From an optimization exercise on the open Yosys and OpenROAD flow, aimed at small area, a short achievable clock period and few clock cycles; shortcuts taken in it are not production practice.
In this exercise RTL edits were held to simulation tests only and were not proved equivalent to the original.
Power figures rest on the tool's default switching activity, not on a simulated workload.

Setup of P:
// qsim_top
module qsim_top (
  input  logic        clk,
  input  logic        reset_n,
  input  logic        dut_valid,
  output logic        dut_ready,
  output logic [15:0] in_read_address,
  input  logic [63:0] in_read_data,
  output logic [15:0] gate_read_address,
  input  logic [63:0] gate_read_data,
  output logic        out_write_enable,
  output logic [15:0] out_write_address,
  output logic [63:0] out_write_data
);
Size in the first run: roughly 17000 cells after synthesis, about 3200 flip-flops, roughly 250 I/O pins, about 0.18 sq mm of cells after synthesis.
==> flow/config.mk <==
export PLATFORM = sky130hd
export DESIGN_NAME = qsim_top
export DESIGN_NICKNAME = qsim_top
export VERILOG_FILES = /design/flow/design.v
export SDC_FILE = /design/flow/constraint.sdc
export NUM_CORES = 4
export LEC_CHECK = 0
export CAP_MARGIN = 20
export CORE_MARGIN = 2
export CORE_UTILIZATION = 60
export CTS_CLUSTER_DIAMETER = 60
export CTS_CLUSTER_SIZE = 28
export SETUP_SLACK_MARGIN = 5
export SLEW_MARGIN = 20
==> flow/constraint.sdc <==
create_clock -name core_clock -period 12.5 [get_ports {clk}]
set_input_delay 2.5000 -clock core_clock [delete_from_list [all_inputs] [get_ports {clk}]]
set_output_delay 2.5000 -clock core_clock [all_outputs]
set_load 0.01 [all_outputs]
standard.sh (not shown) runs the stock make flow with config.mk's settings and CLKGATE_MAP_FILE= SYNTH_SCRIPT=/design/flow/synth_recipe.tcl, a recipe that flattens the netlist after the stock synthesis.
==> flow/flow/run.sh <==
#!/bin/bash
# Standard synthesis unchanged, then the standard layout with repair_timing
# asked to leave more setup slack than the 12.5 ns clock needs.
set -euo pipefail
MARGIN=$(cat flow/margin.txt)
bash standard.sh synth > synth.log 2>&1
bash standard.sh SETUP_SLACK_MARGIN=$MARGIN finish > layout.log 2>&1
==> flow/flow/margin.txt <==
8.25
Testbench counts of P, summed over its fixed seeds: cycles 58,226.
Changes in Q relative to P:
==> flow/flow/margin.txt <==
8
==> summary.txt <==
Overall power of the completed layout (Q over P): increase, 0.56 mW. On Q: actual slew at the worst max-slew pin is 0.048 ns higher than what P gave. ~same total placed instance area in Q and P. Q vs. P: die area stayed essentially flat; final critical-path required period rose by 0.054 ns; number of synthesized flops with an enable pin stayed essentially flat; clock-buffer cell count fell by 4; minimum setup slack in the final design fell by 0.054 ns.

---

== v39 ==
Starting RTL as in the previous note.
export LEC_CHECK = 0
export CAP_MARGIN = 20
export CORE_MARGIN = 2
export CORE_UTILIZATION = 55
export SETUP_SLACK_MARGIN = 5
export SLEW_MARGIN = 20
create_clock -name core_clock -period 12.5 [get_ports {clk}]
==> flow/flow/margin.txt <==
8.6
Scripts as last shown in full above: flow/flow/run.sh
v39 reached the final stage; the timing, DRC and antenna checks on its layout passed.
Testbench counts of v39, summed over its fixed seeds: cycles 58,226.
diff inputs: v39 => v18
==> flow/flow/margin.txt <==
8.25
-- flow/config.mk --
<<< v39, line 11
>>> v18, line 11
export CTS_CLUSTER_DIAMETER = 60
export CTS_CLUSTER_SIZE = 28
### Flow results
- On v18: sum of routed wire length over all layers is 6.0% lower than what v39 gave.
- Total number of sequential cells: v18 vs v39 identical
- Final area, v18 and v39, lower one = v18.
- v18 vs. v39: worst setup margin dropped 45 ps; non-clock buffer area fraction after layout dropped 3.1 points; sequential share of cell area climbed 1.9 points; via count dropped 4322.

---

qsim_top again, from the RTL that the note above started with.
export LEC_CHECK = 0
export CAP_MARGIN = 20
export CORE_MARGIN = 2
export CORE_UTILIZATION = 55
export SETUP_SLACK_MARGIN = 5
export SLEW_MARGIN = 20
create_clock -name core_clock -period 12.5 [get_ports {clk}]
==> flow/flow/margin.txt <==
7.4
Scripts as last shown in full above: flow/flow/run.sh
The baseline finished clean.
Testbench counts at the start, summed over its fixed seeds: cycles 58,226.
Edit:
==> flow/flow/margin.txt (replaced) <==
8
What happened: Global-route usage is higher by 0.35 points. Die area does not change. Utilization is higher by 1.1 points. Sequential share of layout area is lower by 0.53 points. Routed wire length is higher by 0.95%.
Edit:
CTS_CLUSTER_DIAMETER = 60   (was default)
CTS_CLUSTER_SIZE = 28   (was default)
- The new run ran to the end with no violations
- utilization fell by 0.92 points
- power fell by 3.8%
- clock skew fell by 0.0032 ns
- cell area fell by 1.5%
- first-iteration DRC count rose by 0.61%

## afterwards: timing with drivers on the ports
In the flow no input, the clock included, has a driving cell. The finished layouts below were timed again as built, in two steps.
Step 1 assumes that a clkbuf_16 drives the clock port and a buf_2 every other input.
Step 2 also shifts input and output timing later by t, the mid clock arrival at the registers, as if the neighbouring blocks saw the same clock.
Slacks: ideal / step 1 / step 2; pairs: ideal / step 1.
run	t (ns)	setup slack, ns	worst hold slack (ns)	worst setup path at the end	worst data-port slew with drivers (ns)
P	1.078	7.937 / 7.937 / 7.364	0.310 / 0.310 / 0.310	input to register	0.08
Q	1.066	7.884 / 7.884 / 7.633	0.293 / 0.293 / 0.293	input to register	0.08
v39	1.052	8.029 / 8.029 / 7.731	0.294 / 0.294 / 0.294	input to register	0.11
v18	1.081	7.984 / 7.984 / 7.536	0.291 / 0.291 / 0.291	input to register	0.09
the first run of note 3	1.059	7.295 / 7.295 / 6.934	0.289 / 0.289 / 0.289	input to register	0.11
the second run of note 3	1.069	7.929 / 7.925 / 7.089	0.287 / 0.287 / 0.287	input to register	0.09
the third run of note 3	1.083	7.920 / 7.920 / 7.082	0.301 / 0.301 / 0.301	input to register	0.10
After both steps setup and hold are still met in every run listed. For the second run of note 3, which loses most, drivers alone change the setup slack by -0.004 ns; drivers and shift together by -0.840 ns.
